Source: an optimization exercise on an open RTL-to-GDS flow (aim: small area, a short achievable clock period and few clock cycles per item). Production flows keep margins and buffers that such runs may drop.
The RTL was checked by simulation tests, not by an equivalence proof against the original design.
No activity file was given, so power comes from the tool's default toggle rates.

== before ==
==> flow/design.v (excerpt) <==
module mult_16x16 (
  input  logic        clk,
  input  logic        rst_n,
  input  logic        in_valid,
  output logic        in_ready,
  input  logic [15:0] in_a,
  input  logic [15:0] in_b,
  output logic        out_valid,
  input  logic        out_ready,
  output logic [31:0] out_product
);
Size in the first run: about 880 cells after synthesis, ~200 flip-flops, ~0.013 mm² of cells after synthesis.
==> flow/config.mk <==
export PLATFORM = sky130hd
export DESIGN_NAME = mult_16x16
export DESIGN_NICKNAME = mult_16x16
export VERILOG_FILES = /design/flow/design.v
export SDC_FILE = /design/flow/constraint.sdc
export NUM_CORES = 4
export LEC_CHECK = 0
export CAP_MARGIN = 20
export CORE_MARGIN = 2
export CORE_UTILIZATION = 70
export CTS_BUF_LIST = sky130_fd_sc_hd__clkbuf_4 sky130_fd_sc_hd__clkbuf_8
export SETUP_SLACK_MARGIN = 1.6
export SLEW_MARGIN = 20
==> flow/constraint.sdc <==
create_clock -name core_clock -period 4.0 [get_ports {clk}]
set_input_delay 0.8000 -clock core_clock [delete_from_list [all_inputs] [get_ports {clk}]]
set_output_delay 0.8000 -clock core_clock [all_outputs]
set_load 0.01 [all_outputs]
standard.sh (not shown) runs the stock make flow with config.mk's settings and CLKGATE_MAP_FILE= SYNTH_SCRIPT=/design/flow/synth_recipe.tcl, a recipe that flattens the netlist after the stock synthesis.
==> flow/flow/run.sh <==
#!/bin/bash
# Own flow: the standard layout (standard.sh), with Yosys's synth run with -noabc so the
# pre-mapping "abc -fast" pass does not run before ORFS extracts full/half adders (it leaves
# the adders with inverted polarity and an inverter on most adder-to-adder nets). The rest of
# synthesis (-nofsm -noshare via synth_recipe.tcl, flatten, rename) and every later step are the
# standard ones. Each tool's output goes to a log file in the work folder.
set -euo pipefail
extra=()
if [[ -f flow/extra.mk ]]; then
  while read -r line; do [[ -n "$line" && "$line" != \#* ]] && extra+=("$line"); done < flow/extra.mk
fi
bash standard.sh SYNTH_ARGS=-noabc "${extra[@]}" finish > standard_flow.log 2>&1
Testbench counts of before, summed over its fixed seeds: cycles 32,024, items 32,000.
Modified inputs, after compared to before
Settings: CTS_BUF_LIST removed (was sky130_fd_sc_hd__clkbuf_4 sky130_fd_sc_hd__clkbuf_8); CORE_UTILIZATION changed from 70 to 40.
Notes after the runs:
before has a lower number of cells upsized or downsized after cts than after. sky130_fd_sc_hd__and2_1 as the most common library cell in the layout ignoring fill and taps was reported by before, and sky130_fd_sc_hd__edfxtp_1 by after. Between before and after, total power increased. before → after: count of clock-buffer cells in the layout down 1; combined area of the multi-input logic cells rose by 2.0%.

* * *

mult_16x16 again, from the RTL that the note above started with.
clock: 4.0 ns
lec_check: 0
cap_margin: 20
core_margin: 2
core_utilization: 70
cts_buf_list: sky130_fd_sc_hd__clkbuf_4 sky130_fd_sc_hd__clkbuf_8
setup_slack_margin: 1.6
slew_margin: 20
==> flow/flow/extra.mk <==
BUFFER_PORTS_ARGS=-buffer_cell sky130_fd_sc_hd__buf_2
Scripts as last shown in full above: flow/flow/run.sh
The first run produced a clean layout.
Testbench counts at the start, summed over its fixed seeds: cycles 32,024, items 32,000.
Next try:
==> flow/flow/extra.mk (replaced) <==
ADDER_MAP_FILE=
What happened: The new run passed the timing, DRC and antenna checks. Maximum frequency rose by 4.4%. Final area rises by about 14%. Die area climbs by 10%. Wire length came out higher by about 20%. Total power goes up by about 12%. Global-route usage is higher by 0.73 points. Worst setup slack gains 110 ps. Area after synthesis increases by 11%. Core utilization increases by 3.0 points. Count of clock-buffer cells in the layout stays the same.
Next try:
CORE_UTILIZATION = 80   (was 70)
removed: flow/flow/extra.mk
After rerunning: Wire length goes up by 30%; area after synthesis falls by about 10%; first-iteration DRC count went up by about 70%; maximum frequency goes down by about 9%; register-to-register slack is worse by 250 ps; final area drops by 9.8%; power rises by 6.2%; via count went down by about 16%; synthesized cell count went down by about 40%; clock skew barely changes.
Next try:
==> flow/flow/extra.mk (new file) <==
BUFFER_PORTS_ARGS=-buffer_cell sky130_fd_sc_hd__buf_2
CORE_UTILIZATION = 70   (was 80)
SETUP_SLACK_MARGIN = 1.7   (was 1.6)
What happened: Worst hold slack stays flat. Flip-flop and latch count stays the same. Die area goes up by 14%. Final cell count goes up by 1.0%. Core utilization goes down by 13 points. Maximum frequency goes up by 4.9%.

* * *

Another version of the RTL of mult_16x16 (not shown whole).
Size: roughly 1200 cells after synthesis, ~70 I/O pins, about 0.014 mm^2 of cells after synthesis.
==> flow/design.v (excerpt) <==
module mult_16x16 (
  input  logic        clk,
  input  logic        rst_n,
  input  logic        in_valid,
  output logic        in_ready,
  input  logic [15:0] in_a,
  input  logic [15:0] in_b,
  output logic        out_valid,
  input  logic        out_ready,
  output logic [31:0] out_product
);
clock: 4.0 ns
lec_check: 0
cap_margin: 20
core_margin: 2
core_utilization: 40
setup_slack_margin: 0.6
slew_margin: 20
run.sh (not shown) runs the stock make flow with config.mk's settings and CLKGATE_MAP_FILE= SYNTH_SCRIPT=/design/flow/synth_recipe.tcl, a recipe that flattens the netlist after the stock synthesis.
Stock flow here: none of the scripts above is used.
Testbench counts at the start, summed over its fixed seeds: cycles 32,016, items 32,000.
Edit:
- SETUP_SLACK_MARGIN: 0.6 -> unset
Via count came out lower slightly.
Total power barely changes.
Count of clock-buffer cells in the layout drops by 1.
Sequential power barely changes.
Worst hold slack stays flat.
Final area is about the same.
Synthesized area stays the same.
Clock power goes up by a few percent.
Edit:
- SETUP_SLACK_MARGIN: unset -> 2.0
What happened: The changed run finished with timing, DRC and antenna clean; setup slack improved by 550 ps; clock skew went down by 3.5 ps; clock power barely changes; cell count increases by 11%; combinational power went up by 64%; critical path depth rises by 2.
Edit:
- SETUP_SLACK_MARGIN: 2.0 -> 1.6
The new run completed with no timing, DRC or antenna violations.
Worst hold slack is better by 4.1 ps.
Synthesized cell count stays the same.
Via count went down by 5.6%.
Synthesized area is unchanged.
Sequential power is about the same.

* * *

== indigo ==
mult_16x16 with an RTL version that a note above also has.
Size in the first run: about 880 cells after synthesis, roughly 70 I/O pins, roughly 0.013 mm2 of cells after synthesis.
clock: 4.0 ns
lec_check: 0
cap_margin: 20
core_margin: 2
core_utilization: 60
setup_slack_margin: 1.6
slew_margin: 20
standard.sh (not shown) runs the stock make flow with config.mk's settings and CLKGATE_MAP_FILE= SYNTH_SCRIPT=/design/flow/synth_recipe.tcl, a recipe that flattens the netlist after the stock synthesis.
Scripts as last shown in full above: flow/flow/run.sh
Testbench counts of indigo, summed over its fixed seeds: cycles 32,024, items 32,000.
The inputs of amber differ from those of indigo as listed below.
Settings: SLEW_MARGIN changed from 20 to 0; CORE_UTILIZATION changed from 60 to 70; CTS_BUF_LIST newly set to sky130_fd_sc_hd__clkbuf_4 sky130_fd_sc_hd__clkbuf_8; CAP_MARGIN changed from 20 to 0.
==> comparison <==
The final layout from amber, which completed every stage, passed the timing, DRC and antenna checks at the end of the flow.
indigo → amber: final-layout fill cell count moved down, area growth from synthesis to layout moved down, total of cells resized after clock tree synthesis moved down, average wire per cell in the routed design moved up, smallest setup slack after layout moved down.
Between indigo and amber, count of vias placed by the detailed router increased.
Summary of the comparison: finished layout cell area is lower in amber, relative to indigo.
Input changes introduced in ember (baseline for comparison: amber):
Settings: swapping 0 for 20 in SLEW_MARGIN; swapping 0 for 20 in CAP_MARGIN; swapping 1.6 for 1.8 in SETUP_SLACK_MARGIN.
Area added between synthesis and finish ends up higher on ember.
On post-CTS setup repair buffer count, the lower figure sits with amber, not ember.
Relative contribution of sequential cells to total power was higher in amber than in ember.
Going from amber to ember, area taken by flip-flops and latches held steady, utilization increased by 5.3 points relative to the old numbers, number of signal-net buffers in the layout up 18, critical path depth about even.
Against amber as the reference, ember delivers a higher final area.
Cmp ember vs amber: fraction of final layout cells with drive strength greater than 1 higher in ember
Comparing amber with ember, the clock skew came out essentially unchanged.
Combinational power share ends up higher on ember.
The following lists how harbor was set up differently from ember:
Settings: SETUP_SLACK_MARGIN changed from 1.8 to 1.4.
## What came out
Relative to ember, final period demand of the worst path increased by 0.093 ns in harbor. Critical path launch point = in_b[3]: harbor; critical path launch point = c486_q1: ember. harbor: full flow OK, the timing, DRC and antenna checks passed. Compared to ember, harbor has power density relative to cell area 0.90% lower. The clock-cell share of area on harbor is in line with that on ember.
Input-level comparison between lagoon and harbor:
Settings: SETUP_SLACK_MARGIN now 1.6, was 1.4; GPL_ROUTABILITY_DRIVEN now 0, previously not set.
==> flow/flow/extra.mk (new file) <==
BUFFER_PORTS_ARGS=-buffer_cell sky130_fd_sc_hd__buf_2
### Flow results
The violation count after the first detailed-routing iteration of lagoon exceeds that of harbor by 12%. Taking harbor as the reference point, the routed wirelength normalized by instance count of lagoon falls by about 2.7%. Summary — worst setup margin, lagoon relative to harbor: higher, by 0.062 ns. Sort harbor and lagoon by routed wire length, descending, and harbor comes first. Non-clock buffer count in the final layout (lower): lagoon. lagoon ends up with lower fraction of power consumed by the clock network than harbor does. Between harbor and lagoon, wire length of the first global-routing pass is higher for harbor, lagoon comes in under that. The global-route usage of lagoon falls short of that of harbor by 0.94 points.

==> separate check: timing with driven ports <==
How much do the figures lean on ideal ports? The routed layouts below were timed once more, with nothing changed but the port constraints. Step 1 assumes that a clkbuf_16 drives the clock port and a buf_2 every other input. Step 2 adds t to the input delays and takes it off the output delays; t is the mean of the earliest and latest rising clock arrival at the registers after step 1. Input paths then give back, and output paths get back, about the clock's delay inside the block. Slacks: ideal / step 1 / step 2; pairs: ideal / step 1.
run	t, ns	setup WS [ns]	worst setup path after step 2
before	0.507	1.483 / 1.483 / 1.068	input to register
after	0.483	1.496 / 1.496 / 1.099	input to register
the first run of note 2	0.491	1.457 / 1.457 / 1.115	input to register
the second run of note 2	0.508	1.564 / 1.563 / 1.055	input to register
the third run of note 2	0.536	1.317 / 1.317 / 1.005	input to register
the fourth run of note 2	0.500	1.443 / 1.443 / 1.182	input to register
the first run of note 3	0.495	0.691 / 0.643 / 0.268	input to register
the second run of note 3	0.494	0.540 / 0.490 / 0.147	input to register
the third run of note 3	0.500	1.089 / 1.033 / 0.903	input to register
the fourth run of note 3	0.493	1.041 / 0.990 / 0.942	input to register
indigo	0.484	1.487 / 1.487 / 1.088	input to register
amber	0.497	1.479 / 1.479 / 1.075	input to register
ember	0.499	1.462 / 1.462 / 1.123	input to register
harbor	0.512	1.370 / 1.391 / 0.878	input to register
lagoon	0.506	1.432 / 1.432 / 1.086	input to register
After both steps every run listed still meets setup and hold. For the second run of note 2, which loses most, drivers alone change the setup slack by -0.001 ns; drivers and shift together by -0.509 ns.
